Background: an optimization exercise with open tools, aiming at small area and a short achievable clock period. Do not read the settings as production practice.
The RTL was checked by simulation tests, not by an equivalence proof against the original design.
Power figures rest on the tool's default switching activity, not on a simulated workload.

## flow/design.v (module list and top-level ports; edited modules follow where they fit)
// module csa_fa: 10 lines
// module adder_tree_25: 1753 lines
module adder_tree_25 (
    input  wire         clk,
    input  wire         rst,
    input  wire         data_v,
    input  wire [399:0] elems,
    output wire [15:0]  sum,
    output wire         sum_valid
);
  // ...
==> flow/flow/run.sh <==
#!/bin/bash
# The standard layout, with buf_1 as the port buffer cell instead of the
# cell buffer_ports picks by itself (clkdlybuf4s50_1, 2.7x the area)
set -euo pipefail
export BUFFER_PORTS_ARGS="-buffer_cell sky130_fd_sc_hd__buf_1"
bash standard.sh > standard_flow.log 2>&1
==> flow/standard.sh <==
#!/bin/bash
# synth_recipe.tcl (not shown) runs the flow's synth.tcl, then flattens the netlist and writes it again
# the make line also repeats each setting of config.mk as NAME=value (left out here)
make -C /OpenROAD-flow-scripts/flow DESIGN_CONFIG=/design/flow/config.mk WORK_HOME=/design/flow/orfs CLKGATE_MAP_FILE= SYNTH_SCRIPT=/design/flow/synth_recipe.tcl "${@:-finish}"
==> flow/config.mk <==
export PLATFORM = sky130hd
export DESIGN_NAME = adder_tree_25
export DESIGN_NICKNAME = adder_tree_25
export VERILOG_FILES = /design/flow/design.v
export SDC_FILE = /design/flow/constraint.sdc
export NUM_CORES = 4
export LEC_CHECK = 0
export CAP_MARGIN = 20
export CORE_MARGIN = 2
export CORE_UTILIZATION = 40
export SETUP_SLACK_MARGIN = 1.3
export SLEW_MARGIN = 20
export SYNTH_HIERARCHICAL = 1
==> flow/constraint.sdc <==
create_clock -name core_clock -period 3.0 [get_ports {clk}]
set_input_delay 0.6000 -clock core_clock [delete_from_list [all_inputs] [get_ports {clk}]]
set_output_delay 0.6000 -clock core_clock [all_outputs]
set_load 0.01 [all_outputs]
==> run summary, run 1 <==
Met3 Routed Length=between 1000 and 1500 µm; Logic pwr share=approximately a third; most used cell, CP=ha_4; clk pwr=0.00470 W; Root Buffer=clkbuf_16; ys flop type=dfxtp_1; antenna violations before repair=2; post-CTS sizing=5; Iteration-0 DRC Markers=between 150 and 200; worst path cell trace=ha_4 > ha_4 > a21o_1 > a2111oi_4 > o41ai_4 > a2111oi_2 > nor3_1; I/O pin cnt=420; final setup TNS=0 ns; final hold vios=0; crit-path leading delay family=compound AO/OA/AOI/OAI gates; Compound-Gate Fraction of Synth Area=under 10%; comb_multi_in=approximately 440; H-tree Lvls=2; Clock Skew=about 0.020 ns; FF-to-FF setup slack=about 1.1 ns; Cell Int Power=0.0125 W; layout cells sized above 1=under 10%; area of the multi-input gates=roughly 7600 µm²; FF-to-FF End=sum_q[15]; outcome=timing/DRC/antenna clean; Total Routing Usage GR=between 10% and 20%; fin worst setup slack=between 1 and 1.5 ns; Post-Layout Cell Count=roughly 1800; vias in the first global route=~9000; port bufs=between 400 and 500; wire per inst=15.7 µm; total setup buffers inserted after CTS=3; Yosys top cell by area=dfxtp_1; first-pass GRT wire length=44400 µm; Slew Limit Fails=0; critical path class=reg2reg
==> inputs of run 2 (changes only) <==
--- a/flow/design.v
+++ b/flow/design.v
@@ -325,22 +325,21 @@
     reg r2_14_1;
     reg r2_14_2;
     reg r2_15_0;
     reg r2_15_1;
     reg r3_0_0;
     reg r3_1_0;
     reg r3_2_0;
     reg r3_3_0;
-    reg r3_3_1;
     reg r3_4_0;
     reg r3_5_0;
-    reg r3_5_1;
     reg r3_6_0;
     reg r3_6_1;
+    reg r3_6_2;
     reg r3_7_0;
     reg r3_7_1;
     reg r3_8_0;
     reg r3_8_1;
     reg r3_9_0;
     reg r3_9_1;
     reg r3_10_0;
     reg r3_10_1;
@@ -1048,16 +1047,18 @@
     wire s692;
     wire c693;
     wire s694;
     wire c695;
     wire s696;
     wire c697;
     wire x698;
     wire [15:0] cpa_a, cpa_b;
+    wire [6:0] lo_add;
+    wire [10:0] hi_add;
     csa_fa u_s1 (.a(elems[0]), .b(elems[112]), .c(elems[128]), .s(s1), .co(c2));
     csa_fa u_s3 (.a(elems[144]), .b(elems[160]), .c(elems[16]), .s(s3), .co(c4));
     csa_fa u_s5 (.a(elems[176]), .b(elems[192]), .c(elems[208]), .s(s5), .co(c6));
     csa_fa u_s7 (.a(elems[224]), .b(elems[240]), .c(elems[256]), .s(s7), .co(c8));
     csa_fa u_s9 (.a(elems[272]), .b(elems[288]), .c(elems[304]), .s(s9), .co(c10));
     csa_fa u_s11 (.a(elems[320]), .b(elems[32]), .c(elems[336]), .s(s11), .co(c12));
     csa_fa u_s13 (.a(elems[352]), .b(elems[368]), .c(elems[384]), .s(s13), .co(c14));
     csa_fa u_s15 (.a(elems[48]), .b(elems[64]), .c(elems[80]), .s(s15), .co(c16));
@@ -1420,18 +1421,20 @@
     csa_fa u_s684 (.a(r2_8_0), .b(r2_8_1), .c(r2_8_2), .s(s684), .co(c685));
     csa_fa u_s686 (.a(r2_9_0), .b(r2_9_1), .c(r2_9_2), .s(s686), .co(c687));
     csa_fa u_s688 (.a(r2_10_0), .b(r2_10_1), .c(r2_10_2), .s(s688), .co(c689));
     csa_fa u_s690 (.a(r2_11_0), .b(r2_11_1), .c(r2_11_2), .s(s690), .co(c691));
     csa_fa u_s692 (.a(r2_12_0), .b(r2_12_1), .c(r2_12_2), .s(s692), .co(c693));
     csa_fa u_s694 (.a(r2_13_0), .b(r2_13_1), .c(r2_13_2), .s(s694), .co(c695));
     csa_fa u_s696 (.a(r2_14_0), .b(r2_14_1), .c(r2_14_2), .s(s696), .co(c697));
     assign x698 = r2_15_0 ^ r2_15_1;
-    assign cpa_a = {r3_15_0, r3_14_0, r3_13_0, r3_12_0, r3_11_0, r3_10_0, r3_9_0, r3_8_0, r3_7_0, r3_6_0, r3_5_0, r3_4_0, r3_3_0, r3_2_0, r3_1_0, r3_0_0};
-    assign cpa_b = {r3_15_1, r3_14_1, r3_13_1, r3_12_1, r3_11_1, r3_10_1, r3_9_1, r3_8_1, r3_7_1, r3_6_1, r3_5_1, 1'b0, r3_3_1, 1'b0, 1'b0, 1'b0};
+    assign lo_add = {1'b0, c677, s676, r2_3_0, r2_2_0, r2_1_0, r2_0_0} + {1'b0, s678, 1'b0, r2_3_1, 1'b0, 1'b0, 1'b0};
+    assign hi_add = {r3_15_0, r3_14_0, r3_13_0, r3_12_0, r3_11_0, r3_10_0, r3_9_0, r3_8_0, r3_7_0, r3_6_0, 1'b1} + {r3_15_1, r3_14_1, r3_13_1, r3_12_1, r3_11_1, r3_10_1, r3_9_1, r3_8_1, r3_7_1, r3_6_1, r3_6_2};
+    assign cpa_a = {hi_add[10:1], r3_5_0, r3_4_0, r3_3_0, r3_2_0, r3_1_0, r3_0_0};
+    assign cpa_b = 16'd0;
     always @(posedge clk) begin
         r0_0_0 <= s17;
         r0_0_1 <= s19;
         r0_0_2 <= s21;
         r0_1_0 <= s35;
         r0_1_1 <= s37;
         r0_1_2 <= c18;
         r0_1_3 <= c20;
@@ -1725,26 +1728,25 @@
         r2_13_0 <= s661;
         r2_13_1 <= c658;
         r2_13_2 <= s663;
         r2_14_0 <= s667;
         r2_14_1 <= c664;
         r2_14_2 <= s669;
         r2_15_0 <= c670;
         r2_15_1 <= x675;
-        r3_0_0 <= r2_0_0;
-        r3_1_0 <= r2_1_0;
-        r3_2_0 <= r2_2_0;
-        r3_3_0 <= r2_3_0;
-        r3_3_1 <= r2_3_1;
-        r3_4_0 <= s676;
-        r3_5_0 <= c677;
-        r3_5_1 <= s678;
+        r3_0_0 <= lo_add[0];
+        r3_1_0 <= lo_add[1];
+        r3_2_0 <= lo_add[2];
+        r3_3_0 <= lo_add[3];
+        r3_4_0 <= lo_add[4];
+        r3_5_0 <= lo_add[5];
         r3_6_0 <= c679;
         r3_6_1 <= s680;
+        r3_6_2 <= lo_add[6];
         r3_7_0 <= c681;
         r3_7_1 <= s682;
         r3_8_0 <= c683;
         r3_8_1 <= s684;
         r3_9_0 <= c685;
         r3_9_1 <= s686;
         r3_10_0 <= c687;
         r3_10_1 <= s688;
@@ -1755,11 +1757,11 @@
         r3_13_0 <= c693;
         r3_13_1 <= s694;
         r3_14_0 <= c695;
         r3_14_1 <= s696;
         r3_15_0 <= c697;
         r3_15_1 <= x698;
     end
     reg [15:0] sum_q;
-    always @(posedge clk) sum_q <= cpa_a + cpa_b;
+    always @(posedge clk) sum_q <= cpa_a;
     assign sum = sum_q;
 endmodule
==> flow/config.mk (replaced) <==
export PLATFORM = sky130hd
export DESIGN_NAME = adder_tree_25
export DESIGN_NICKNAME = adder_tree_25
export VERILOG_FILES = /design/flow/design.v
export SDC_FILE = /design/flow/constraint.sdc
export NUM_CORES = 4
export LEC_CHECK = 0
export CAP_MARGIN = 20
export CORE_MARGIN = 2
export CORE_UTILIZATION = 40
export CTS_BUF_LIST = sky130_fd_sc_hd__clkbuf_8
export SETUP_SLACK_MARGIN = 1.35
export SLEW_MARGIN = 20
export SYNTH_HIERARCHICAL = 1
==> run 2 against run 1 <==
Register-to-register slack better by 0.29 ns. Clock power down 16%. Cell count up 1.1%. Maximum frequency up 18%. Count of clock-buffer cells in the layout up 20. Worst setup slack better by 0.29 ns. Sequential power about the same. Combinational power down 6.9%. Non-clock buffer count down 3. Clock skew up 0.0034 ns. Critical path depth down 1. Critical path type unchanged. Largest power group unchanged.
==> run summary, run 2 <==
outcome=timing/DRC/antenna clean; Root Buffer=clkbuf_8; Largest regs=sum_q x16, vld x5; ys flop type=dfxtp_1; slowest cell on the critical path=fa_2; Final #Nets=approximately 2000; FF-to-FF setup slack=1.40 ns (+0.29 ns); largest net degree at the start of global routing=16; #FFs+latches synth=350; antenna violations before repair=5 (+3); final hold vios=0 (unchanged); clock tree buffer depth=3; worst hold-check path type=in2reg; FF-to-FF End=sum_q[15]; Syn. warnings=7; DR vias/cell=4.17; vias in the first global route=9076 (+1.1%); area fraction of the dominant cell type after synthesis=around half; total global routing overflow=0; Iteration-0 DRC Markers=118 (-28%); area delta synth->final=23.8%; RSZ-0062 raised after global routing=true; CP endpoint kind=flop; Total Routing Usage GR=15.6% (+0.31 points); Pwr per Cell Area=between 900 and 1000 nW/µm²; crit-path leading delay family=compound AO/OA/AOI/OAI gates; Slew Limit Fails=0 (unchanged); Finished Core Util=between 50% and 60%; maximum capacitance violations=0; Chip Height=around 190 µm; measured slew at the worst slew-check pin=0.297 ns; commonest non-fill, non-tap cell in the layout=buf_1; register with the most flip-flops=sum_q; Routed Wire Length=about 28000 µm; Cell variety after synth=26; RD Place Congestion=~0.95; Core Area=~36000 µm²; CP Data Required Time=3.45 ns; worst-skew pair later-pin latency=between 0.5 and 0.6 ns; Clock Skew=0.0233 ns (+0.00337 ns); FMAX=~620 MHz; DRC=0; Detail Placement HPWL=24400 µm; ANT nets after route=0; startpoint of the worst hold path=data_v; post-synthesis cell area=14400 µm²; Avg Cell Area, Syn=18.4 µm²; Yosys top cell by area=dfxtp_1; Row Count=roughly 70; Sequential Area=7020 µm²; worst path cell trace=fa_2 > a21o_1 > nand4_1 > o21ai_2 > o41ai_2 > xnor2_1; Hold EP=vld[0]; max FFs per register=16; layout cells sized above 1=9.20% (+2.7 points); Worst setup SP type=flop; top-count cell post-synth=dfxtp_1; Critical Path AT=2.05 ns; hold_buf cts=0; Post-synth top cells=350 x dfxtp_1, 327 x fa_1, 44 x xnor2_1, 13 x xor2_1, 12 x ha_1; final setup TNS=0 ns (unchanged); initial core utilization=approximately 41%; Worst slew margin=approximately four fifths; final worst path period need=1.60 ns; synthesized instance count=784; Mapped Nets=about 1500; TritonCTS Buffers=55; maximum vdd drop=between 0.4 and 0.5 mV; Crit Path Max Fanout=2; H-tree Lvls=2 (unchanged); Reg clk slew, reported paths=0.06 ns; Crit Reg-Reg Startpoint=r3_6_2; Hold Slack=0.254 ns; Post-synth EDFFs=0; die area=roughly 38000 µm²; Area contributors post-synth=dfxtp_1 49%, fa_1 45%, xnor2_1 2.7%, ha_1 1.0%, xor2_1 0.79%; final setup fails=0; sequential share of the synthesized area=48.5%; FILL cells=approximately 3100; via count of the routed design=about 7400; worst path bufs/invs=0; Hold Path Depth=2; worst stage delay on the critical path=0.39 ns; area of the multi-input gates=7460 µm² (-2.2%); first drt pass iteration count=4; CTS tree=yes; first-pass GRT wire length=45500 µm (+2.4%); chip width=a little under 200 µm; Pleak=between 6 and 7 nW; port bufs=419 (unchanged); most frequent cells in the layout=402 x buf_1, 338 x dfxtp_1, 326 x fa_1; Sink Count=350; wire per inst=15.8 µm (+0.44%); power after layout=0.0169 W; ys async rst share=0%; I/O pin cnt=420 (unchanged); FF-to-FF path depth=6; critical path class=reg2reg; final critical-path share of the clock period=between 50% and 60%
[run 2: cell types whose count changed after synthesis, moves of 2 or more]
cell / previous run / this run
a21oi_1: 8 / 4
a21o_1: 4 / 2
a21oi_2: 0 / 2
o21a_1: 2 / 0
o31ai_1: 2 / 0
xnor2_1: 42 / 44
[run 2: how the worst max path moves through the flow]
stage / from / end / slack, ns / cells past startpoint
floorplan: elems[352] / r0_0_1 / 1.31 / 2
global placement: elems[291] / r0_3_11 / 1.07 / 3
detailed placement: elems[236] / r0_12_11 / 1.07 / 3
CTS: r3_6_2 / sum_q[15] / 1.31 / 6
global route: r3_6_2 / sum_q[15] / 1.33 / 6
finish: r3_6_2 / sum_q[15] / 1.40 / 6
[run 2: area by class of cell]
cell class / count / share of cell area (%)
tap: 461 / 3.23
sequential: 350 / 39.3
inverter: 2 / 0.0420
clock inverter: 29 / 0.882
antenna: 5 / 0.0700
multi-input combinational: 432 / 41.7
clock buffer: 71 / 5.46
timing repair buffer: 421 / 9.35
[run 2: power by group]
group	switching (W)	leakage, nW	internal [W]
clock network	0.00174	0.663	0.00221
logic	0.00262	3.31	0.00277
registers	0.000933	2.95	0.00668
total	0.00529	6.93	0.0117
[run 2: per-stage QoR]
step | instance area (µm²) | cells | setup slack [ns]
6_report | 17900 | 1771 | 1.40
5_1_grt | 17900 | 1771 | 1.33
4_1_cts | 17800 | 1765 | 1.31
3_5_place_dp | 16600 | 1664 | 1.07
3_3_place_gp | 16600 | 1664 | 1.07
2_1_floorplan | 14400 | 784 | 1.31
[run 2: what timing repair did]
item / CTS / global route
endpoints found under the setup margin: 16 / 15
setup buffers: 1 / 1
hold endpoints to repair: 0 / 0
gates resized for setup: 41 / 13
pin swaps: 3 / 5
[run 2: modules after synthesis, one instance, submodules excluded]
module         times used  area [µm²]
adder_tree_25           1        7920
csa_fa                326        20.0
[run 2: metal layers]
| layer | part of all wire (%) | GRT usage [%] |
|---|---|---|
| met5 | 0 | 0 |
| met4 | 3.2 | 5.72 |
| met3 | 6.7 | 3.46 |
| met2 | 54 | 28.9 |
| met1 | 36 | 17.6 |
[run 2: cells by family (layout without fill, tap and decap cells)]
| logic type | after synthesis | in the layout | synth area share (%) |
|---|---|---|---|
| AND/OR/NAND/NOR | 19 | 19 | 0.728 |
| AO/OA/AOI/OAI | 17 | 17 | 0.884 |
| adder cells (fa/ha/maj) | 339 | 339 | 46.4 |
| XOR/XNOR | 57 | 57 | 3.46 |
| other | 0 | 5 | 0 |
| buffers and inverters | 2 | 523 | 0.0520 |
| flip-flops | 350 | 350 | 48.5 |
==> inputs of run 3 (changes only) <==
--- a/flow/config.mk
+++ b/flow/config.mk
@@ -8,6 +8,5 @@
 export CAP_MARGIN = 20
 export CORE_MARGIN = 2
-export CORE_UTILIZATION = 40
-export CTS_BUF_LIST = sky130_fd_sc_hd__clkbuf_8
+export CORE_UTILIZATION = 60
 export SETUP_SLACK_MARGIN = 1.35
 export SLEW_MARGIN = 20
==> run 3 against run 2 <==
Synthesized cell count unchanged. Cell area down 0.90%. Cell count down 10%. Critical path depth down 5. Critical path type is now reg2out. Largest cell class unchanged. Largest power group unchanged.
==> run summary, run 3 <==
antenna violations before repair=0 (-5); final critical-path share of the clock period=53.6% (+0.22 points); FF-to-FF End=sum_q[15]; outcome=timing/DRC/antenna clean; final setup fails=0 (unchanged); DRC=0 (unchanged); TritonCTS Buffers=36 (-35%); sequential share of the synthesized area=48.5% (unchanged); Avg Cell Area, Syn=18.4 µm² (unchanged); Clock Skew=0.0106 ns (-0.0127 ns); FF-to-FF path depth=6 (unchanged); ys flop type=dfxtp_1; Total Routing Usage GR=21.8% (+6.1 points); worst stage delay on the critical path=0.31 ns (-0.08 ns); Critical Path AT=1.01 ns (-1.04 ns); Routed Wire Length=25500 µm (-9.0%); CP Data Required Time=2.40 ns (-1.05 ns); most frequent cells in the layout=416 x buf_1, 348 x dfxtp_1, 326 x fa_1; port bufs=419 (unchanged); sequential share of power=43.8% (-1.1 points); first drt pass iteration count=5 (+1); crit-path leading delay family=flip-flops; RSZ-0062 raised after global routing=true; Largest regs=sum_q x16, vld x5; DR vias/cell=4.57 (+9.5%); Chip Height=159 µm (-18%); via count of the routed design=7269 (-1.6%); sw frac=29.9% (-1.3 points); maximum vdd drop=0.508 mV (+6.5%); Pwr per Cell Area=978 nW/µm² (+3.2%); final setup TNS=0 ns (unchanged); clock tree buffer depth=3 (unchanged); Mapped Nets=1526 (unchanged); placed cell areas=16400 µm² (-1.1%); Detail Placement HPWL=21400 µm (-12%); Post-synth EDFFs=0 (unchanged); vias in the first global route=8806 (-3.0%); Final #Nets=1989 (-0.75%); Cell Int Power=0.0122 W (+4.3%); first-pass GRT wire length=42400 µm (-6.8%); Pleak=6.84 nW (-1.2%); H-tree Lvls=2 (unchanged); #FFs+latches synth=350 (unchanged); worst path cell trace=buf_1; design area=17700 µm² (-0.90%); worst path bufs/invs=1 (+1); Hold Path Depth=2 (unchanged); Hold EP=vld[0]; Sink Count=350 (unchanged); wire per inst=16.0 µm (+1.2%); CTS tree=yes; Yosys top cell by area=dfxtp_1; critical path class=reg2out; FMAX=622 MHz (-0.41%); Cell variety after synth=26 (unchanged); Core Area=23500 µm² (-34%); Syn. warnings=7 (unchanged); Finished Core Util=75.3% (+25 points); Clock Power Share=26.0% (+2.7 points); register with the most flip-flops=sum_q; commonest non-fill, non-tap cell in the layout=buf_1; final worst path period need=1.61 ns (+0.00659 ns); top-count cell post-synth=dfxtp_1; Crit Path Max Fanout=1 (-1); startpoint of the worst hold path=data_v; ANT nets after route=0 (unchanged); Worst slew margin=79.3% (-0.71 points); Area contributors post-synth=dfxtp_1 49%, fa_1 45%, xnor2_1 2.7%, ha_1 1.0%, xor2_1 0.79%; layout cells sized above 1=6.28% (-2.9 points); worst-skew pair later-pin latency=0.50 ns (-0.07 ns); ys async rst share=0% (unchanged); I/O pin cnt=420 (unchanged); area fraction of the dominant cell type after synthesis=48.5% (unchanged); max FFs per register=16 (unchanged); worst hold-check path type=in2reg; Iteration-0 DRC Markers=169 (+43%); Post-synth top cells=350 x dfxtp_1, 327 x fa_1, 44 x xnor2_1, 13 x xor2_1, 12 x ha_1; area delta synth->final=22.7%; slowest cell on the critical path=dfxtp_1; Worst setup SP type=flop; RD Place Congestion=0.886 (-6.5%); Slew Limit Fails=0 (unchanged); largest net degree at the start of global routing=15 (-1); Row Count=56 (-19%); measured slew at the worst slew-check pin=0.308 ns (+0.0105 ns); post-synthesis cell area=14400 µm² (unchanged); maximum capacitance violations=0 (unchanged); P_sw=0.00518 W (-2.1%); initial core utilization=61.3% (+21 points); final hold vios=0 (unchanged); Reg clk slew, reported paths=0.06 ns (about the same); Crit Reg-Reg Startpoint=r3_6_2; FILL cells=1530 (-50%); Root Buffer=clkbuf_16; ANT cells=0 (-5); FF-to-FF setup slack=1.42 ns (+0.02 ns); synthesized instance count=784 (unchanged); CP endpoint kind=output pin; total global routing overflow=0 (unchanged); Logic pwr share=30.2% (-1.6 points); die area=25300 µm² (-33%); hold_buf cts=0 (unchanged); chip width=159 µm (-18%)
[run 3: cell count changes in the layout (fill, tap and decap cells not counted), moves of 2 or more]
cell	previous run	this run
clkbuf_8	71	13
clkbuf_16	0	37
inv_1	25	2
buf_1	402	416
buf_6	10	0
dfxtp_1	338	348
dfxtp_2	12	2
clkbuf_1	0	5
diode_2	5	0
buf_4	2	6
clkinv_2	2	6
buf_2	4	1
bufinv_16	1	3
clkinvlp_4	2	0
[run 3: metal layers]
metal  up-vias  wire (µm)  GRT usage [%]
met1      3644       9750           26.9
met2       240      14000           40.2
li1       3355          -              -
met3        30       1350           3.75
met5         -          0              0
met4         0        433           5.29
[run 3: power by group through the flow]
stage | sequential, W | clock (W) | combinational [W]
floorplan | 0.00752 | 0 | 0.00341
global placement | 0.00767 | 0 | 0.00504
detailed placement | 0.00770 | 0 | 0.00519
CTS | 0.00764 | 0.00462 | 0.00534
global route | 0.00781 | 0.00479 | 0.00622
finish | 0.00759 | 0.00451 | 0.00524
[run 3: layout make-up]
type	instances	area [µm²]	area share [%]
multi-input cells	432	7440	42.0
repair buffers	425	1620	9.15
flip-flops and latches	350	7010	39.6
inverters	2	7.51	0.0424
clock buffers	55	1120	6.34
clock inverters	9	120	0.678
well taps	319	399	2.25
[run 3: worst max-delay path by stage]
stage	start	endpoint	cells past startpoint
after CTS	r3_6_1	sum_q[12]	6
after global placement	elems[229]	r0_5_11	3
after floorplan	elems[352]	r0_0_1	2
after detailed placement	elems[229]	r0_5_11	3
final	sum_q[10]	sum[10]	1
after global routing	r3_6_0	sum_q[12]	6
[run 3: logic make-up after synthesis]
| family | Yosys count | share of synthesized area (%) |
|---|---|---|
| AO/OA/AOI/OAI | 17 | 0.884 |
| XOR/XNOR | 57 | 3.46 |
| adder cells (fa/ha/maj) | 339 | 46.4 |
| buffers and inverters | 2 | 0.0520 |
| flip-flops | 350 | 48.5 |
| AND/OR/NAND/NOR | 19 | 0.728 |
[run 3: through the flow]
stage / hold slack, ns / setup slack, ns / cells / total power [W]
after global routing: 0.313 / 1.31 / 1592 / 0.0188
after detailed placement: 0.314 / 1.13 / 1522 / 0.0129
after global placement: 0.313 / 1.13 / 1522 / 0.0127
after CTS: 0.279 / 1.34 / 1587 / 0.0176
after floorplan: 0.310 / 1.31 / 784 / 0.0109
final: 0.306 / 1.39 / 1592 / 0.0173
[run 3: timing repair]
action / CTS / global route
endpoints found under the setup margin: 3 / 4
pin swaps: 3 / 4
gates resized for setup: 4 / 4
setup buffers: 1 / 5
[run 3: modules after synthesis (local to each module, per instance)]
| module | cells | times used | flops+latches |
|---|---|---|---|
| adder_tree_25 | 458 | 1 | 350 |
| csa_fa | 1 | 326 | 0 |
==> inputs of run 4 (changes only) <==
--- a/flow/config.mk
+++ b/flow/config.mk
@@ -9,5 +9,8 @@
 export CORE_MARGIN = 2
 export CORE_UTILIZATION = 60
-export SETUP_SLACK_MARGIN = 1.35
+export CTS_BUF_LIST = sky130_fd_sc_hd__clkbuf_16
+export CTS_CLUSTER_DIAMETER = 80
+export CTS_CLUSTER_SIZE = 30
+export SETUP_SLACK_MARGIN = 1.4
 export SLEW_MARGIN = 20
 export SYNTH_HIERARCHICAL = 1
==> run 4 against run 3 <==
Largest cell class unchanged. First-iteration DRC count increased by 18%. Worst setup slack gained 0.0035 ns. Still clean on timing, DRC and antenna. Synthesized area unchanged. Routed wire length down 5.3%.
==> run summary, run 4 <==
Detail Placement HPWL=21500 µm (+0.49%); DRC=0 (unchanged); Sink Count=350 (unchanged); first drt pass iteration count=4 (-1); Total Routing Usage GR=20.6% (-1.2 points); outcome=timing/DRC/antenna clean; clock tree buffer depth=3 (unchanged); Worst setup SP type=flop; Routed Wire Length=24100 µm (-5.3%); Cell variety after synth=26 (unchanged); FILL cells=1638 (+7.1%); worst stage delay on the critical path=0.37 ns (+0.06 ns); layout cells sized above 1=9.62% (+3.3 points); design area=17100 µm² (-3.7%); register with the most flip-flops=sum_q; ANT nets after route=0 (unchanged); DR vias/cell=4.60 (+0.82%); path length in cells of the critical path=1 (unchanged); #FFs+latches synth=350 (unchanged); worst hold-check path type=in2reg; slowest cell on the critical path=dfxtp_1; CTS tree=yes; Syn. warnings=7 (unchanged); port bufs=419 (unchanged); measured slew at the worst slew-check pin=0.300 ns (-0.00775 ns); final worst path period need=1.60 ns (-0.00350 ns); FMAX=624 MHz (+0.22%); maximum capacitance violations=0 (unchanged); final hold vios=0 (unchanged); via count of the routed design=7112 (-2.2%); TritonCTS Buffers=15 (-58%); worst path bufs/invs=1 (unchanged); Slew Limit Fails=0 (unchanged); hold_buf cts=0 (unchanged); CP Data Required Time=2.40 ns (about the same); final setup TNS=0 ns (unchanged); Critical Path AT=1.00 ns (about the same); Crit Reg-Reg Startpoint=r3_6_0; crit-path leading delay family=flip-flops; Row Count=56 (unchanged); critical path class=reg2out; RSZ-0062 raised after global routing=true; antenna violations before repair=0 (unchanged); ANT cells=0 (unchanged); Setup crit start=sum_q[15]; most frequent cells in the layout=410 x buf_1, 345 x dfxtp_1, 256 x fa_1; Iteration-0 DRC Markers=200 (+18%); placed cell areas=16600 µm² (+1.1%); Largest regs=sum_q x16, vld x5; ys flop type=dfxtp_1; Reg clk slew, reported paths=0.10 ns (+0.04 ns); FF-to-FF path depth=6 (unchanged); Mapped Nets=1526 (unchanged); FF-to-FF setup slack=1.43 ns (about the same); Core Area=23500 µm² (unchanged); Root Buffer=clkbuf_16; total global routing overflow=0 (unchanged); Chip Height=159 µm (unchanged); post-synthesis cell area=14400 µm² (unchanged); area fraction of the dominant cell type after synthesis=48.5% (unchanged); Final #Nets=1967 (-1.1%); first-pass GRT wire length=40900 µm (-3.6%); synthesized instance count=784 (unchanged); H-tree Lvls=1 (-1); Post-synth EDFFs=0 (unchanged); Pwr per Cell Area=880 nW/µm² (-10%); largest net degree at the start of global routing=31 (+16); Crit Path Max Fanout=1 (unchanged); sequential share of the synthesized area=48.5% (unchanged); Yosys top cell by area=dfxtp_1; die area=25300 µm² (unchanged); crit path to=sum[15]; Worst slew margin=79.8% (+0.52 points); top-count cell post-synth=dfxtp_1; commonest non-fill, non-tap cell in the layout=buf_1; area delta synth->final=18.2%; Avg Cell Area, Syn=18.4 µm² (unchanged); Area contributors post-synth=dfxtp_1 49%, fa_1 45%, xnor2_1 2.7%, ha_1 1.0%, xor2_1 0.79%; RD Place Congestion=0.920 (+3.9%); FF-to-FF End=sum_q[15]; vias in the first global route=8563 (-2.8%); initial core utilization=61.3% (unchanged); max FFs per register=16 (unchanged); Post-synth top cells=350 x dfxtp_1, 327 x fa_1, 44 x xnor2_1, 13 x xor2_1, 12 x ha_1; Clock Skew=0.0146 ns (+0.00399 ns); worst-skew pair later-pin latency=0.48 ns (-0.02 ns); final setup fails=0 (unchanged); maximum vdd drop=0.552 mV (+8.6%); wire per inst=15.6 µm (-2.4%); chip width=159 µm (unchanged); CP endpoint kind=output pin; I/O pin cnt=420 (unchanged); worst path cell trace=buf_2; ys async rst share=0% (unchanged); Pleak=6.37 nW (-6.9%); final critical-path share of the clock period=53.4% (-0.12 points)
## run 4: cell types whose count changed in the layout (fill, tap and decap cells not counted), sizes merged
cell / previous run / this run
buf: 423 / 421
bufinv: 3 / 0
clkbuf: 57 / 18
clkinv: 6 / 2
clkinvlp: 0 / 1
## run 4: per-layer routing
metal	share of wire [%]	track usage, %	vias to the layer above
met5	0	0	-
met4	2.0	4.34	0
met3	5.4	3.18	39
met2	53	36.4	248
met1	40	27.6	3540
li1	-	-	3285
## run 4: Yosys stat by module (local to each module, per instance)
| module | copies in the design | flops+latches | cell area (µm²) |
|---|---|---|---|
| adder_tree_25 | 1 | 350 | 7920 |
| csa_fa | 326 | 0 | 20.0 |
## run 4: layout make-up
cell class                 instances  area (µm²)  area share [%]
timing repair buffer             424        1630            9.55
clock inverter                     3        16.3          0.0953
inverter                           2        7.51          0.0440
tap                              319         399            2.34
sequential                       350        7010            41.1
multi-input combinational        432        7620            44.7
clock buffer                      15         375            2.20
## run 4: stage by stage
step	cells	setup slack (ns)	utilization, %	power, W	hold WS [ns]
global route	1545	1.31	72.5	0.0165	0.313
global placement	1522	1.09	70.5	0.0128	0.314
floorplan	784	1.31	-	0.0109	0.310
finish	1545	1.40	72.5	0.0150	0.308
detailed placement	1522	1.10	70.5	0.0130	0.314
CTS	1542	1.31	72.3	0.0153	0.286
## run 4: cell families (layout without fill, tap and decap cells)
| kind of cell | count (synthesis) | after routing | share of synthesized area, % |
|---|---|---|---|
| and+or+nand+nor | 19 | 19 | 0.728 |
| DFF | 350 | 350 | 48.5 |
| xor gates and xnor gates | 57 | 57 | 3.46 |
| buffers and inverters | 2 | 444 | 0.0520 |
| AOI/OAI and AO/OA | 17 | 17 | 0.884 |
| adders and majority gates | 339 | 339 | 46.4 |
## run 4: timing repair
action | in CTS | in global routing
pin swaps | 4 | 10
buffers inserted | 2 | 3
gates resized for setup | 11 | 11
setup endpoints to repair | 8 | 12
## run 4: worst min path at each step
stage	from	to	slack (ns)	cells after the start
after floorplan	r1_0_0	r2_0_0	0.31	0
after detailed placement	r1_0_0	r2_0_0	0.31	0
after global placement	r3_2_0	sum_q[2]	0.31	0
after global routing	data_v	vld[0]	0.31	2
after CTS	data_v	vld[0]	0.29	2
final	data_v	vld[0]	0.31	2
## run 4: power breakdown
group | internal [W] | switching (W) | total (W)
combinational | 0.00267 | 0.00259 | 0.00526
clock | 0.000916 | 0.00129 | 0.00220
sequential | 0.00665 | 0.000901 | 0.00755
==> inputs of run 5 (changes only) <==
--- a/flow/config.mk
+++ b/flow/config.mk
@@ -12,5 +12,5 @@
 export CTS_CLUSTER_DIAMETER = 80
 export CTS_CLUSTER_SIZE = 30
-export SETUP_SLACK_MARGIN = 1.4
+export SETUP_SLACK_MARGIN = 1.25
 export SLEW_MARGIN = 20
 export SYNTH_HIERARCHICAL = 1
==> run 5 against run 4 <==
Synthesized cell count unchanged. Combinational power is 4.0% lower. Register-to-register slack worse by 0.12 ns. Maximum frequency down 5.1%. Via count down 1.0%. Total power fell by 1.3%. Count of clock-buffer cells in the layout unchanged. Highest routed layer unchanged. Worst hold slack lost 0.0023 ns. First-iteration DRC count up 14%.
==> run summary, run 5 <==
Detail Placement HPWL=21400 µm (-0.49%); area fraction of the dominant cell type after synthesis=48.5% (unchanged); worst stage delay on the critical path=0.40 ns (+0.03 ns); chip width=159 µm (unchanged); Yosys top cell by area=dfxtp_1; Syn. warnings=7 (unchanged); total global routing overflow=0 (unchanged); Chip Height=159 µm (unchanged); critical path class=reg2reg; Sink Count=350 (unchanged); DRC=0 (unchanged); post-CTS sizing=0 (-11); ys flop type=dfxtp_1; I/O pin cnt=420 (unchanged); Worst setup SP type=flop; vias in the first global route=8497 (-0.77%); antenna violations before repair=0 (unchanged); worst path cell trace=fa_2 > a21o_1 > nand4_1 > o21ai_2 > o41ai_2 > xnor2_1; Root Buffer=clkbuf_16; slowest cell on the critical path=fa_2; layout cells sized above 1=2.29% (-7.3 points); CP Data Required Time=3.38 ns (+0.98 ns); top-count cell post-synth=dfxtp_1; sequential share of power=51.0% (+0.7 points); RSZ-0062 raised after global routing=true; Clock Skew=0.00972 ns (-0.00485 ns); DR vias/cell=4.57 (-0.68%); Final #Nets=1962 (-0.25%); via count of the routed design=7041 (-1.0%); Crit Path Max Fanout=3 (+2); Mapped Nets=1526 (unchanged); Sequential Area=7010 µm² (about the same); CTS tree=yes; initial core utilization=61.3% (unchanged); Cell Int Power=0.0101 W (-1.3%); max FFs per register=16 (unchanged); Post-synth top cells=350 x dfxtp_1, 327 x fa_1, 44 x xnor2_1, 13 x xor2_1, 12 x ha_1; CP endpoint kind=flop; final critical-path share of the clock period=56.3% (+2.9 points); ANT nets after route=0 (unchanged); Clock Power Share=14.9% (+0.2 points); area of the multi-input gates=7440 µm² (-2.4%); largest net degree at the start of global routing=31 (unchanged); clock tree buffer depth=3 (unchanged); TritonCTS Buffers=15 (unchanged); final setup TNS=0 ns (unchanged); port bufs=419 (unchanged); placed cell areas=16400 µm² (-1.1%); most frequent cells in the layout=419 x buf_1, 349 x dfxtp_1, 326 x fa_1; Total Routing Usage GR=20.6% (about the same); P_sw=0.00471 W (-1.4%); Row Count=56 (unchanged); maximum capacitance violations=0 (unchanged); FILL cells=1668 (+1.8%); area delta synth->final=16.5%; maximum vdd drop=0.455 mV (-18%); first-pass GRT wire length=40600 µm (-0.64%); adder-cell share of the synthesized area=46.4% (unchanged); wire per inst=15.7 µm (+0.50%); Reg clk slew, reported paths=0.11 ns (about the same); hold_buf cts=0 (unchanged); commonest non-fill, non-tap cell in the layout=buf_1; measured slew at the worst slew-check pin=0.308 ns (+0.00780 ns); worst path bufs/invs=0 (-1); Area contributors post-synth=dfxtp_1 49%, fa_1 45%, xnor2_1 2.7%, ha_1 1.0%, xor2_1 0.79%; Post-synth EDFFs=0 (unchanged); Pwr per Cell Area=881 nW/µm² (+0.13%); #FFs+latches synth=350 (unchanged); Iteration-0 DRC Markers=228 (+14%); xor and xnor area share after synthesis=3.46% (unchanged); register with the most flip-flops=sum_q; post-synthesis mux area share=0% (unchanged); FMAX=592 MHz (-5.1%); total setup buffers inserted after CTS=0 (-2); Slew Limit Fails=0 (unchanged); largest family of logic cells by synthesized area=adder cells; final hold vios=0 (unchanged); ANT cells=0 (unchanged); RD Place Congestion=0.886 (-3.7%); simple-gate area share of the yosys netlist=0.728% (unchanged); worst-skew pair later-pin latency=0.49 ns (about the same); sequential share of the synthesized area=48.5% (unchanged); Critical Path AT=2.07 ns (+1.07 ns); die area=25300 µm² (unchanged); Largest regs=sum_q x16, vld x5; Routed Wire Length=24200 µm (+0.18%); Compound-Gate Fraction of Synth Area=0.884% (unchanged); Core Area=23500 µm² (unchanged); outcome=timing/DRC/antenna clean; Cell variety after synth=26 (unchanged); H-tree Lvls=1 (unchanged); first drt pass iteration count=4 (unchanged); post-synthesis cell area=14400 µm² (unchanged); Worst slew margin=79.3% (-0.53 points); synthesized instance count=784 (unchanged); sw frac=31.8% (about the same); crit-path leading delay family=compound AO/OA/AOI/OAI gates; ys async rst share=0% (unchanged); Logic pwr share=34.1% (-0.9 points); final worst path period need=1.69 ns (+0.0867 ns); Pleak=6.38 nW (+0.12%); final setup fails=0 (unchanged); design area=16800 µm² (-1.5%); worst hold-check path type=in2reg; Avg Cell Area, Syn=18.4 µm² (unchanged)
[run 5: cell counts after synthesis]
No cell type changed its count.
[run 5: worst reg2reg max path: stages, from the launching register on]
cell and delay (ns):
dfxtp_2 0.35, fa_2 0.40, a21o_1 0.19, nand4_1 0.10, o21ai_2 0.09, o41ai_2 0.34, xnor2_1 0.11
[run 5: power by group through the flow]
stage	clock, W	combinational (W)	sequential (W)
after floorplan	0	0.00341	0.00752
after global placement	0	0.00504	0.00767
after detailed placement	0	0.00519	0.00770
after CTS	0.00229	0.00524	0.00761
after global routing	0.00244	0.00605	0.00779
final	0.00220	0.00505	0.00756
[run 5: per-layer routing]
metal / vias to the layer above / wire length [µm] / global-route usage (%)
li1: 3272 / - / -
met1: 3523 / 9490 / 26.4
met2: 221 / 13100 / 38.1
met3: 25 / 1250 / 3.02
met4: 0 / 348 / 3.47
met5: - / 0 / 0
[run 5: worst paths after layout]
kind / start / endpoint / slack [ns] / cells past startpoint
max: r3_6_0 / sum_q[15] / 1.31 / 6
min: data_v / vld[0] / 0.31 / 2
max reg2reg: r3_6_0 / sum_q[15] / 1.31 / 6
min reg2reg: r3_4_0 / sum_q[4] / 0.34 / 0
[run 5: area by class of cell]
| type | instances | share of cell area, % |
|---|---|---|
| Clock inverter | 3 | 0.104 |
| Inverter | 2 | 0.0446 |
| Tap cell | 319 | 2.37 |
| Clock buffer | 15 | 2.23 |
| Timing Repair Buffer | 419 | 9.35 |
| Sequential cell | 350 | 41.7 |
| Multi-Input combinational cell | 432 | 44.2 |
[run 5: cells by family after synthesis]
| kind of cell | Yosys count |
|---|---|
| fa+ha+maj | 339 |
| xor+xnor | 57 |
| simple gates | 19 |
| buf+inv | 2 |
| flops | 350 |
| compound gates | 17 |
[run 5: Yosys stat by module (local to each module, per instance)]
module	flip-flops and latches	area, µm²	cells inside	times used
csa_fa	0	20.0	1	326
adder_tree_25	350	7920	458	1
[run 5: through the flow]
step / hold WS [ns] / std cells / util (%) / power (W) / setup slack (ns)
floorplan: 0.310 / 784 / - / 0.0109 / 1.31
global placement: 0.313 / 1522 / 69.7 / 0.0127 / 1.13
detailed placement: 0.314 / 1522 / 69.7 / 0.0129 / 1.13
CTS: 0.292 / 1540 / 71.4 / 0.0151 / 1.25
global route: 0.319 / 1540 / 71.4 / 0.0163 / 1.20
finish: 0.306 / 1540 / 71.4 / 0.0148 / 1.31
==> inputs of run 6 (changes only) <==
--- a/flow/config.mk
+++ b/flow/config.mk
@@ -9,8 +9,8 @@
 export CORE_MARGIN = 2
 export CORE_UTILIZATION = 60
-export CTS_BUF_LIST = sky130_fd_sc_hd__clkbuf_16
-export CTS_CLUSTER_DIAMETER = 80
-export CTS_CLUSTER_SIZE = 30
-export SETUP_SLACK_MARGIN = 1.25
+export CTS_BUF_LIST = sky130_fd_sc_hd__clkbuf_8
+export CTS_CLUSTER_DIAMETER = 60
+export CTS_CLUSTER_SIZE = 20
+export SETUP_SLACK_MARGIN = 1.4
 export SLEW_MARGIN = 20
 export SYNTH_HIERARCHICAL = 1
==> run 6 against run 5 <==
Die area did not move. Synthesized area is the same. Non-clock buffer count rose by 5. First-iteration DRC count decreased by 23%. Count of clock-buffer cells in the layout rose by 10. Register-to-register slack better by 0.10 ns. Routed wire length grew 1.4%. Critical endpoint is now sum[15].
==> run summary, run 6 <==
Hold Slack=0.228 ns (-0.0777 ns); outcome=timing/DRC/antenna clean; Routed Wire Length=24500 µm (+1.4%); hold_buf cts=0 (unchanged); commonest non-fill, non-tap cell in the layout=buf_1; I/O pin cnt=420 (unchanged); DR vias/cell=4.58 (+0.28%); chip width=159 µm (unchanged); antenna violations before repair=0 (unchanged); fin worst setup slack=1.37 ns (+0.0553 ns); first drt pass iteration count=4 (unchanged); slowest cell on the critical path=dfxtp_2; total global routing overflow=0 (unchanged); RD Place Congestion=0.920 (+3.9%); Reg clk slew, reported paths=0.11 ns (about the same); Pwr per Cell Area=892 nW/µm² (+1.2%); worst-skew pair later-pin latency=0.56 ns (+0.07 ns); synthesized instance count=784 (unchanged); most frequent cells in the layout=402 x buf_1, 337 x dfxtp_1, 256 x fa_1; post-synthesis cell area=14400 µm² (unchanged); worst path bufs/invs=1 (+1); Slew Limit Fails=0 (unchanged); final worst path period need=1.63 ns (-0.0553 ns); Root Buffer=clkbuf_8; final critical-path share of the clock period=54.5% (-1.8 points); Core Area=23500 µm² (unchanged); Avg Cell Area, Syn=18.4 µm² (unchanged); port bufs=419 (unchanged); Hold Path Depth=2 (unchanged); DRC=0 (unchanged); FF-to-FF setup slack=1.41 ns (+0.10 ns); area delta synth->final=19.4%; measured slew at the worst slew-check pin=0.305 ns (-0.00229 ns); first-pass GRT wire length=41500 µm (+2.2%); worst stage delay on the critical path=0.37 ns (-0.03 ns); CP endpoint kind=output pin; final setup TNS=0 ns (unchanged); worst path cell trace=buf_6; placed cell areas=16600 µm² (+1.1%); Iteration-0 DRC Markers=176 (-23%); TritonCTS Buffers=24 (+9); Pleak=6.48 nW (+1.5%); design area=17200 µm² (+2.5%); die area=25300 µm² (unchanged); Total Routing Usage GR=21.0% (+0.38 points); wire per inst=15.7 µm (about the same); worst hold-check path type=in2reg; Post-synth top cells=350 x dfxtp_1, 327 x fa_1, 44 x xnor2_1, 13 x xor2_1, 12 x ha_1; FILL cells=1606 (-3.7%); area fraction of the dominant cell type after synthesis=48.5% (unchanged); Cell variety after synth=26 (unchanged); Post-Layout Cell Count=1563 (+1.5%); via count of the routed design=7166 (+1.8%); #FFs+latches synth=350 (unchanged); FMAX=612 MHz (+3.4%); layout cells sized above 1=12.3% (+10 points); placed cell count=1522 (unchanged); Chip Height=159 µm (unchanged); CTS tree=yes; top-count cell post-synth=dfxtp_1; Sink Count=350 (unchanged); maximum capacitance violations=0 (unchanged); max FFs per register=16 (unchanged); startpoint of the worst hold path=data_v; Largest regs=sum_q x16, vld x5; Critical Path AT=1.03 ns (-1.04 ns); maximum vdd drop=0.443 mV (-2.8%); initial core utilization=61.3% (unchanged); Yosys top cell by area=dfxtp_1; Detail Placement HPWL=21500 µm (+0.49%); ys async rst share=0% (unchanged); critical path class=reg2out; Worst slew margin=79.4% (+0.15 points); largest net degree at the start of global routing=21 (-32%); Syn. warnings=7 (unchanged); FF-to-FF End=sum_q[15]; Worst setup SP type=flop; Crit Path Max Fanout=1 (-2); sequential share of the synthesized area=48.5% (unchanged); vias in the first global route=8662 (+1.9%); CP Data Required Time=2.40 ns (-0.98 ns); Crit Reg-Reg Startpoint=r3_6_0; final setup fails=0 (unchanged); Area contributors post-synth=dfxtp_1 49%, fa_1 45%, xnor2_1 2.7%, ha_1 1.0%, xor2_1 0.79%; Post-synth EDFFs=0 (unchanged); ANT cells=0 (unchanged); ys flop type=dfxtp_1; clock tree buffer depth=3 (unchanged); pre-CTS setup slack=1.10 ns (-0.0289 ns); Hold EP=vld[0]; Mapped Nets=1526 (unchanged); ANT nets after route=0 (unchanged); FF-to-FF path depth=6 (unchanged); register with the most flip-flops=sum_q; Clock Skew=0.0158 ns (+0.00611 ns); RSZ-0062 raised after global routing=true; Final #Nets=1976 (+0.71%); Row Count=56 (unchanged); crit-path leading delay family=flip-flops; final hold vios=0 (unchanged); H-tree Lvls=1 (unchanged)
## run 6: cell counts after synthesis
No cell type changed its count.
## run 6: how the worst max path moves through the flow
stage	startpoint	to	slack, ns	cells past startpoint
2_1_floorplan	elems[110]	r0_14_10	1.31	2
3_3_place_gp	elems[162]	r0_2_10	1.09	3
3_5_place_dp	elems[162]	r0_2_10	1.10	3
4_1_cts	r3_6_2	sum_q[15]	1.30	6
5_1_grt	r3_6_0	sum_q[12]	1.30	6
6_report	sum_q[15]	sum[15]	1.37	1
## run 6: repair_timing
action | CTS | global route
pin swaps | 4 | 10
setup buffers | 2 | 3
setup endpoints to repair | 19 | 23
resized for setup | 39 | 12
gates cloned | 0 | 0
## run 6: metal layers
metal  share of wire (%)  track usage [%]  vias to the layer above
met5                   0                0                        -
met2                  52             36.9                      254
met3                 5.6             3.65                       54
met1                  40             27.6                     3551
met4                 2.5             5.25                        0
li1                    -                -                     3307
## run 6: where the power goes
group | switching, W | internal [W] | total (W)
sequential | 0.000915 | 0.00666 | 0.00758
combinational | 0.00260 | 0.00277 | 0.00537
clock | 0.00145 | 0.000988 | 0.00244
## run 6: cell families after synthesis
logic type | Yosys count | synth area share (%)
xor gates and xnor gates | 57 | 3.46
adders and majority gates | 339 | 46.4
buffers and inverters | 2 | 0.0520
AOI/OAI and AO/OA | 17 | 0.884
and+or+nand+nor | 19 | 0.728
DFF | 350 | 48.5
## run 6: per-module statistics from Yosys (local to each module, per instance)
module         flops+latches  copies in the design  area (µm²)  cells
adder_tree_25            350                     1        7920    458
csa_fa                     0                   326        20.0      1
## run 6: final cells by class
class	count	area (µm²)	share of cell area [%]
Clock buffer	25	344	2.00
Clock inverter	11	145	0.842
Inverter	2	7.51	0.0435
Multi-Input combinational cell	432	7630	44.3
Sequential cell	350	7020	40.7
Tap cell	319	399	2.31
Timing Repair Buffer	424	1690	9.82
## run 6: per-stage QoR
stage	utilization, %	power [W]
2_1_floorplan	-	0.0109
5_1_grt	73.3	0.0169
3_3_place_gp	70.5	0.0128
4_1_cts	73.0	0.0156
6_report	73.3	0.0154
3_5_place_dp	70.5	0.0130

-- what the ideal ports hide --
No port has a modelled driver above. Below, the same layouts with a new extraction and two added sets of constraints. Step 1, drivers: a clkbuf_16 drives clk and a buf_2 each remaining input, both assumed. Step 2 also shifts input and output timing later by t, the mid clock arrival at the registers, as if the neighbouring blocks saw the same clock. a / b / c = no drivers / after step 1 / after step 2; a / b = the first two.
| run | t, ns | setup WS [ns] | slew at the worst register clock pin (ns) |
|---|---|---|---|
| run 1 | 0.554 | 1.113 / 1.113 / 1.094 | 0.06 / 0.06 |
| run 2 | 0.605 | 1.400 / 1.353 / 1.091 | 0.06 / 0.06 |
| run 3 | 0.542 | 1.393 / 1.344 / 1.125 | 0.06 / 0.06 |
| run 4 | 0.526 | 1.397 / 1.348 / 1.083 | 0.11 / 0.11 |
| run 5 | 0.533 | 1.310 / 1.310 / 1.141 | 0.11 / 0.11 |
| run 6 | 0.593 | 1.365 / 1.323 / 1.102 | 0.12 / 0.12 |
After both steps setup and hold are still met in every run listed. For run 4, which loses most, drivers alone change the setup slack by -0.049 ns; drivers and shift together by -0.314 ns.
